This design comes from an exercise in tuning for small area and few clock cycles per item on the open sky130 flow, not from production work. The RTL of this run was laid out without a check of its function. Power is estimated from default activity; no workload was simulated.

==> flow/run.sh <==
#!/bin/bash
# synth_recipe.tcl (not shown) runs the flow's synth.tcl, then flattens the netlist and writes it again
# the make line also repeats each setting of config.mk as NAME=value (left out here)
make -C /OpenROAD-flow-scripts/flow DESIGN_CONFIG=/design/flow/config.mk WORK_HOME=/design/flow/orfs CLKGATE_MAP_FILE= SYNTH_SCRIPT=/design/flow/synth_recipe.tcl finish
==> flow/design.v <==
`default_nettype none
package spq_pkg;
   localparam int DEPTH   = 16;
   localparam int KEY_W   = 32;
   localparam int PAY_W   = 32;
   localparam int IDX_W   = $clog2(DEPTH);
   localparam int CNT_W   = $clog2(DEPTH + 1);
   localparam int OP_W    = 3;
   localparam int STAT_W  = 2;
   typedef enum logic [OP_W-1:0] {
      OP_INSERT    = 3'd0,
      OP_POP_FRONT = 3'd1,
      OP_POP_BACK  = 3'd2,
      OP_REMOVE    = 3'd3,
      OP_FIND      = 3'd4
   } op_type;
   typedef enum logic [STAT_W-1:0] {
      ST_OK    = 2'd0,
      ST_EMPTY = 2'd1,
      ST_FULL  = 2'd2,
      ST_RANGE = 2'd3
   } status_type;
   typedef struct packed {
      logic             ins_en;
      logic             del_en;
      logic [IDX_W-1:0] del_pos;
   } cell_ctrl_type;
   typedef struct packed {
      logic after;
      logic equal;
   } cell_flag_type;
endpackage
`default_nettype wire
`default_nettype none
module spq_cell (
   input  wire logic                        clock,
   input  wire logic [spq_pkg::IDX_W-1:0]   cell_index,
   input  wire logic [spq_pkg::CNT_W-1:0]   occupancy,
   input  wire logic                        sort_descending,
   input  wire spq_pkg::cell_ctrl_type      ctrl,
   input  wire logic                        left_after,
   input  wire logic [spq_pkg::KEY_W-1:0]   new_key,
   input  wire logic [spq_pkg::PAY_W-1:0]   new_payload,
   input  wire logic [spq_pkg::KEY_W-1:0]   left_key,
   input  wire logic [spq_pkg::PAY_W-1:0]   left_payload,
   input  wire logic [spq_pkg::KEY_W-1:0]   right_key,
   input  wire logic [spq_pkg::PAY_W-1:0]   right_payload,
   output spq_pkg::cell_flag_type           flags,
   output logic [spq_pkg::KEY_W-1:0]        key_q,
   output logic [spq_pkg::PAY_W-1:0]        payload_q
);
   logic [spq_pkg::KEY_W-1:0] key_ff;
   logic [spq_pkg::KEY_W-1:0] key_in;
   logic [spq_pkg::PAY_W-1:0] payload_ff;
   logic [spq_pkg::PAY_W-1:0] payload_in;
   logic                      occupied;
   assign occupied = ({1'b0, cell_index} < occupancy);
   always_comb begin
      flags.after = occupied &&
                    (sort_descending ? (new_key < key_ff) : (new_key > key_ff));
      flags.equal = (key_ff == new_key);
   end
   always_comb begin
      key_in     = key_ff;
      payload_in = payload_ff;
      if (ctrl.ins_en) begin
         if (!left_after) begin
            key_in     = left_key;
            payload_in = left_payload;
         end else if (!flags.after) begin
            key_in     = new_key;
            payload_in = new_payload;
         end
      end else if (ctrl.del_en && (cell_index >= ctrl.del_pos)) begin
         key_in     = right_key;
         payload_in = right_payload;
      end
   end
   always_ff @(posedge clock) begin
      key_ff     <= key_in;
      payload_ff <= payload_in;
   end
   assign key_q     = key_ff;
   assign payload_q = payload_ff;
endmodule
`default_nettype wire
`default_nettype none
module sorted_priority_queue_core (
   input  wire logic                         clock,
   input  wire logic                         reset,
   input  wire logic                         csr_wr_en,
   input  wire logic                         csr_wr_data,
   input  wire logic                         req_valid,
   output logic                              req_ready,
   input  wire logic [spq_pkg::OP_W-1:0]     req_operation,
   input  wire logic [spq_pkg::KEY_W-1:0]    req_key,
   input  wire logic [spq_pkg::PAY_W-1:0]    req_payload,
   input  wire logic [spq_pkg::IDX_W-1:0]    req_position,
   input  wire logic [spq_pkg::CNT_W-1:0]    req_range_end,
   output logic                              rsp_valid,
   input  wire logic                         rsp_ready,
   output logic [spq_pkg::STAT_W-1:0]        rsp_status,
   output logic [spq_pkg::CNT_W-1:0]         rsp_index_out,
   output logic                              rsp_found,
   output logic [spq_pkg::CNT_W-1:0]         rsp_count,
   output logic                              rsp_is_empty,
   output logic [spq_pkg::KEY_W-1:0]         rsp_front_key,
   output logic [spq_pkg::PAY_W-1:0]         rsp_front_payload
);
   localparam int DEPTH = spq_pkg::DEPTH;
   logic                           sort_desc_ff;
   logic [spq_pkg::CNT_W-1:0]      occupancy_ff;
   logic [spq_pkg::CNT_W-1:0]      occupancy_in;
   logic                           rsp_valid_ff;
   logic                           rsp_valid_in;
   logic [spq_pkg::STAT_W-1:0]     status_ff;
   logic [spq_pkg::STAT_W-1:0]     status_in;
   logic [spq_pkg::CNT_W-1:0]      index_ff;
   logic [spq_pkg::CNT_W-1:0]      index_in;
   logic                           found_ff;
   logic                           found_in;
   spq_pkg::cell_ctrl_type         ctrl;
   logic [spq_pkg::KEY_W-1:0]      key_q     [DEPTH];
   logic [spq_pkg::PAY_W-1:0]      payload_q [DEPTH];
   logic [DEPTH-1:0]               after_vec;
   logic [DEPTH-1:0]               equal_vec;
   logic                           accept;
   logic                           is_empty;
   logic                           is_full;
   logic [spq_pkg::CNT_W-1:0]      ins_idx;
   logic [spq_pkg::CNT_W-1:0]      find_idx;
   logic                           find_hit;
   logic                           find_bad;
   assign accept   = req_valid && req_ready;
   assign req_ready = !rsp_valid_ff || rsp_ready;
   assign is_empty = (occupancy_ff == '0);
   assign is_full  = (occupancy_ff == spq_pkg::CNT_W'(DEPTH));
   for (genvar g = 0; g < DEPTH; g++) begin : g_cell
      logic                      left_after;
      logic [spq_pkg::KEY_W-1:0] left_key;
      logic [spq_pkg::PAY_W-1:0] left_payload;
      logic [spq_pkg::KEY_W-1:0] right_key;
      logic [spq_pkg::PAY_W-1:0] right_payload;
      spq_pkg::cell_flag_type    cell_flags;
      if (g == 0) begin : g_head
         assign left_after   = 1'b1;
         assign left_key     = req_key;
         assign left_payload = req_payload;
      end else begin : g_body
         assign left_after   = after_vec[g-1];
         assign left_key     = key_q[g-1];
         assign left_payload = payload_q[g-1];
      end
      if (g == DEPTH - 1) begin : g_tail
         assign right_key     = key_q[g];
         assign right_payload = payload_q[g];
      end else begin : g_inner
         assign right_key     = key_q[g+1];
         assign right_payload = payload_q[g+1];
      end
      spq_cell u_cell (
         .clock           (clock),
         .cell_index      (spq_pkg::IDX_W'(g)),
         .occupancy       (occupancy_ff),
         .sort_descending (sort_desc_ff),
         .ctrl            (ctrl),
         .left_after      (left_after),
         .new_key         (req_key),
         .new_payload     (req_payload),
         .left_key        (left_key),
         .left_payload    (left_payload),
         .right_key       (right_key),
         .right_payload   (right_payload),
         .flags           (cell_flags),
         .key_q           (key_q[g]),
         .payload_q       (payload_q[g])
      );
      assign after_vec[g] = cell_flags.after;
      assign equal_vec[g] = cell_flags.equal;
   end
   always_comb begin
      ins_idx = spq_pkg::CNT_W'(DEPTH);
      for (int i = DEPTH - 1; i >= 0; i--) begin
         if (!after_vec[i]) begin
            ins_idx = spq_pkg::CNT_W'(i);
         end
      end
   end
   always_comb begin
      find_idx = req_range_end;
      find_hit = 1'b0;
      for (int i = DEPTH - 1; i >= 0; i--) begin
         if (equal_vec[i] &&
             (spq_pkg::CNT_W'(i) >= {1'b0, req_position}) &&
             (spq_pkg::CNT_W'(i) < req_range_end)) begin
            find_idx = spq_pkg::CNT_W'(i);
            find_hit = 1'b1;
         end
      end
   end
   assign find_bad = ({1'b0, req_position} > req_range_end) ||
                     (req_range_end > occupancy_ff);
   always_comb begin
      ctrl         = '0;
      occupancy_in = occupancy_ff;
      status_in    = spq_pkg::ST_OK;
      index_in     = '0;
      found_in     = 1'b0;
      unique case (req_operation)
         spq_pkg::OP_INSERT: begin
            if (is_full) begin
               status_in = spq_pkg::ST_FULL;
            end else begin
               ctrl.ins_en  = accept;
               occupancy_in = occupancy_ff + spq_pkg::CNT_W'(1);
               index_in     = ins_idx;
            end
         end
         spq_pkg::OP_POP_FRONT: begin
            if (is_empty) begin
               status_in = spq_pkg::ST_EMPTY;
            end else begin
               ctrl.del_en  = accept;
               occupancy_in = occupancy_ff - spq_pkg::CNT_W'(1);
            end
         end
         spq_pkg::OP_POP_BACK: begin
            if (is_empty) begin
               status_in = spq_pkg::ST_EMPTY;
            end else begin
               occupancy_in = occupancy_ff - spq_pkg::CNT_W'(1);
            end
         end
         spq_pkg::OP_REMOVE: begin
            if (is_empty) begin
               status_in = spq_pkg::ST_EMPTY;
            end else if ({1'b0, req_position} >= occupancy_ff) begin
               status_in = spq_pkg::ST_RANGE;
            end else begin
               ctrl.del_en  = accept;
               ctrl.del_pos = req_position;
               occupancy_in = occupancy_ff - spq_pkg::CNT_W'(1);
               index_in     = {1'b0, req_position};
            end
         end
         spq_pkg::OP_FIND: begin
            if (find_bad) begin
               status_in = spq_pkg::ST_RANGE;
               index_in  = req_range_end;
            end else begin
               index_in = find_idx;
               found_in = find_hit;
            end
         end
         default: begin
         end
      endcase
   end
   always_comb begin
      rsp_valid_in = rsp_valid_ff;
      if (accept) begin
         rsp_valid_in = 1'b1;
      end else if (rsp_ready) begin
         rsp_valid_in = 1'b0;
      end
   end
   always_ff @(posedge clock) begin
      if (reset) begin
         sort_desc_ff <= 1'b0;
         occupancy_ff <= '0;
         rsp_valid_ff <= 1'b0;
      end else begin
         if (csr_wr_en) begin
            sort_desc_ff <= csr_wr_data;
         end
         if (accept) begin
            occupancy_ff <= occupancy_in;
         end
         rsp_valid_ff <= rsp_valid_in;
      end
   end
   always_ff @(posedge clock) begin
      if (accept) begin
         status_ff <= status_in;
         index_ff  <= index_in;
         found_ff  <= found_in;
      end
   end
   assign rsp_valid         = rsp_valid_ff;
   assign rsp_status        = status_ff;
   assign rsp_index_out     = index_ff;
   assign rsp_found         = found_ff;
   assign rsp_count         = occupancy_ff;
   assign rsp_is_empty      = is_empty;
   assign rsp_front_key     = is_empty ? '0 : key_q[0];
   assign rsp_front_payload = is_empty ? '0 : payload_q[0];
endmodule
`default_nettype wire
==> flow/constraint.sdc <==
create_clock -name core_clock -period 5.5 [get_ports {clock}]
set_input_delay 1.1000 -clock core_clock [delete_from_list [all_inputs] [get_ports {clock}]]
set_output_delay 1.1000 -clock core_clock [all_outputs]
set_load 0.01 [all_outputs]
==> flow/config.mk <==
export PLATFORM = sky130hd
export DESIGN_NAME = sorted_priority_queue_core
export DESIGN_NICKNAME = sorted_priority_queue_core
export VERILOG_FILES = /design/flow/design.v
export SDC_FILE = /design/flow/constraint.sdc
export NUM_CORES = 4
export LEC_CHECK = 0
export CAP_MARGIN = 20
export CORE_MARGIN = 2
export CORE_UTILIZATION = 40
export SLEW_MARGIN = 20
==> results_dict.tcl <==
set metrics [dict create \
    outcome "complete, no violations" \
    crit_buf_inv 2 \
    firstDrtPassIters 7 \
    io_buffers 161 \
    yosysUniqueCellTypes 80 \
    gp_congestion 0.9516 \
    path_clk_slew_ps 60 \
    timing.final.crit_share_pct 92.11 \
    dr.first_iter.drc_count 4792 \
    ir_drop_uv 287.9 \
    rsz0062_at_grt "no" \
    switchingPower_w 0.005260 \
    wl_met3_um 13900 \
    switching_share_pct 26.30 \
    critPathArrivalTime_ps 5480 \
    slew_headroom_pct 11.63 \
    fin_util_pct 46.71 \
    dr_wl_met2_um 100000 \
    h-tree-depth 3 \
    globalRouteOverflowTotal 0 \
    wl_per_cell_um 23.70 \
    cp_max_fo 32 \
    die_area_um2 169000 \
    tns_ps 0 \
    start_kind "input port" \
    finalHoldViolCount 0 \
    wl_um 219200 \
    synth_warnings 4 \
    start_util_pct 40.23 \
    nNetsFinal 7570 \
    worstSetupPathType "in2reg" \
    clock-sinks 1039 \
    synth_top_family_by_area "compound AO/OA/AOI/OAI gates" \
    setup_viol 0 \
    fmax_mhz 197.4 \
    synth_area_leaders "edfxtp_1 47%, mux2i_1 10%, ha_1 10%" \
    drive_gt1_share_pct 8.613 \
    grt_pass1_vias 51279 \
    hpwlAfterDp_um 155400 \
    p_int_w 0.01474 \
    pwr-share-clk_pct 41.2 \
    post-cts-setup-buffer-count 0 \
    core_um2 164800 \
    synth_xor_area_share_pct 0.03963 \
    synth.avg_cell_area_um2 9.751 \
    synth_mux_area_share_pct 11.48 \
    cts_buffer_depth 3 \
    grt_max_degree 305 \
    cts_made_buffers 117 \
    synth_edf_count 1032 \
    antenna_found_initial 8 \
    synth_fa_ha_area_share_pct 9.964 \
    powerDensity_nw_per_um2 259.9 \
    synth_nets 7409 \
    hold_buffers 0 \
    worst_pin_slew_ps 1326 \
    dr_total_vias 52489 \
    num_rows 149 \
    synth_cells 6799 \
    cpLargestDelayFamily "simple AND/OR/NAND/NOR gates" \
    path_cells "clkdlybuf4s50_1 -> ha_1 -> nand3_1 -> or4_1 -> nor4_2 -> o311ai_1 -> nor4b_2 -> mux2i_1 -> a21oi_4 -> and2_1 -> o21ai_4 -> buf_12" \
    drv_cap 0 \
    synthArstFlopShare_pct 0 \
    grt.total_usage_pct 25.37 \
    synth_top_cell_area_share_pct 46.74 \
    seqPwrFrac_pct 45.6 \
    drc 0 \
    vias_per_cell 5.674 \
    die_y_um 411.1 \
    synthTopCellsByCount "1102 x nand2_1, 1032 x edfxtp_1, 958 x o21ai_0" \
    synth-simple-area-share_pct 11.66 \
    cts_resized 0 \
    syn2layout_area_growth_pct 16.11 \
    cpMaxStageDelayCell "or4_1" \
    leakagePower_nw 33.31 \
    critPathMaxStageDelay_ps 740 \
    yosys.area.top_type "edfxtp_1" \
    seq_area_frac_synth_pct 46.95 \
    synth_most_common_cell "nand2_1" \
    hp-class "reg2reg" \
    synth_area_um2 66300 \
    clk_latency_ps 780 \
    io_pins 162 \
    worstPathRequired_ps 5910 \
    p_comb_share_pct 13.2 \
    synth_compound_area_share_pct 14.07 \
    stdcell_count 9250 \
    fin_crit_ps 5066 \
    fillCellCount 15445 \
    synth_flop_cell "edfxtp_1" \
    root_buffer "clkbuf_16" \
    grt_pass1_wl_um 326100 \
    ant_nets 0 \
    finClkSkew_ps 48.37 \
    final_max_slew_viol_count 0 \
    ys_seq_elements 1039 \
    crit_path_end_kind "flip-flop" \
    fp.dieW_um 411.1 \
    wl_met1_um 97180 \
    cts_tree "done" \
    dp.cells 9030 \
    highest_layer "met5" \
]
registers in the layout, summed over array words and instances (netlist names):
| signal | flops |
|---|---|
| g_cell.u_cell.payload_ff | 512 |
| rsp_valid_ff | 1 |
| occupancy_ff | 5 |
| g_cell.u_cell.key_ff | 512 |
| index_ff | 5 |
| sort_desc_ff | 1 |
| status_ff | 2 |
| found_ff | 1 |
power by group through the flow:
stage / clock (W) / combinational (W) / sequential [W]
after CTS: 0.00840 / 0.00263 / 0.00912
after floorplan: 0 / 0.00144 / 0.00924
after global routing: 0.00867 / 0.00288 / 0.00914
final: 0.00824 / 0.00264 / 0.00912
after detailed placement: 0 / 0.00262 / 0.00929
after global placement: 0 / 0.00257 / 0.00928
final timing paths:
check | start | to | slack [ps] | cells past startpoint
min reg2reg | g_cell[15].u_cell.payload_ff[12] | g_cell[14].u_cell.payload_ff[12] | 530 | 2
max | req_key[30] | g_cell[3].u_cell.key_ff[16] | 430 | 12
min | g_cell[15].u_cell.payload_ff[12] | g_cell[14].u_cell.payload_ff[12] | 530 | 2
max reg2reg | g_cell[2].u_cell.key_ff[30] | g_cell[3].u_cell.key_ff[16] | 740 | 12
logic make-up after synthesis:
kind of cell / after synthesis
fa+ha+maj: 528
simple gates: 1814
compound gates: 1689
buf+inv: 974
xor+xnor: 3
flops: 1039
mux: 752
layout by cell type, fill, tap and decap left out, types with 9 or more instances in the layout:
master / synthesis / layout
mux2_2: 69 / 65
bufinv_16: 0 / 15
o211ai_1: 22 / 22
and3_1: 10 / 10
o21a_1: 23 / 23
ha_1: 528 / 528
clkdlybuf4s50_1: 0 / 161
nand2_1: 1102 / 1100
nor4_1: 19 / 19
a21oi_1: 391 / 388
buf_4: 17 / 199
clkinv_1: 1 / 21
edfxtp_1: 1032 / 1032
clkbuf_16: 0 / 119
nand2b_1: 10 / 10
mux2i_1: 683 / 676
a211oi_1: 60 / 60
a221oi_1: 11 / 10
inv_1: 535 / 534
o21bai_1: 9 / 9
nand4_1: 112 / 112
nor2b_1: 65 / 65
and4_1: 13 / 13
nand3_1: 53 / 53
o21ai_1: 35 / 35
nor2_1: 346 / 346
a21o_1: 83 / 83
nor3_1: 34 / 34
o21ai_0: 958 / 954
clkbuf_1: 324 / 23
clkinv_2: 0 / 23
a31oi_1: 15 / 12
buf_12: 0 / 118
or3_1: 9 / 9
worst register-to-register path, cell delays in order (launching register included):
cell and delay, ps:
edfxtp_1 460, inv_1 90, ha_1 300, nand3_1 150
or4_1 750, nor4_2 660, o311ai_1 330, nor4b_2 260
mux2i_1 420, a21oi_4 180, and2_1 250, o21ai_4 230
buf_12 310
metal layers:
layer | track usage, % | vias up
met3 | 3.158 | 299
met4 | 9.126 | 8
met5 | 0 | -
met2 | 40.58 | 1657
met1 | 35.26 | 25831
li1 | - | 24694
stage by stage:
| step | worst slack (ps) | hold WS, ps | cell area, um2 | total power (W) |
|---|---|---|---|---|
| 6_report | 433.9 | 527.7 | 76980 | 0.02000 |
| 5_1_grt | 396.0 | 555.6 | 76980 | 0.02070 |
| 4_1_cts | 483.7 | 532.9 | 76980 | 0.02015 |
| 3_5_place_dp | -326.8 | 513.8 | 72980 | 0.01190 |
| 3_3_place_gp | -305.2 | 503.4 | 72980 | 0.01185 |
| 2_1_floorplan | 0.2509 | 496.3 | 66410 | 0.01068 |
final cells by class:
cell class,count,area (um2),area share (%)
Sequential cell,1039,31130,40.44
Tap cell,2189,2739,3.558
Antenna cell,2,5.005,0.006501
Inverter,538,2024,2.630
Timing Repair Buffer,478,5468,7.103
Multi-Input combinational cell,4786,31620,41.08
Clock inverter,70,845.8,1.099
Clock buffer,148,3147,4.088

-- afterwards: timing with drivers on the ports --
In the flow no input, the clock included, has a driving cell. The finished layout below was timed again as built, in two steps. Step 1: set_driving_cell puts a clkbuf_16 on clock and a buf_2 on each other input, an assumption about the parent block. Step 2, shift: input delay + t, output delay - t, t = (earliest + latest rising clock arrival at the registers) / 2. This alone moves slack from input paths to output paths. Slacks: no drivers / after step 1 / after step 2; pairs: no drivers / after step 1.
t, ns: 0.840
setup slack, ns: 0.434 / 0.494 / -0.346
hold slack, ns: 0.528 / 0.528 / 0.528
Met with ideal ports but missed after step 2: setup timing in this run. The setup slack of this run moves by +0.060 ns with the drivers and by -0.780 ns with both steps.
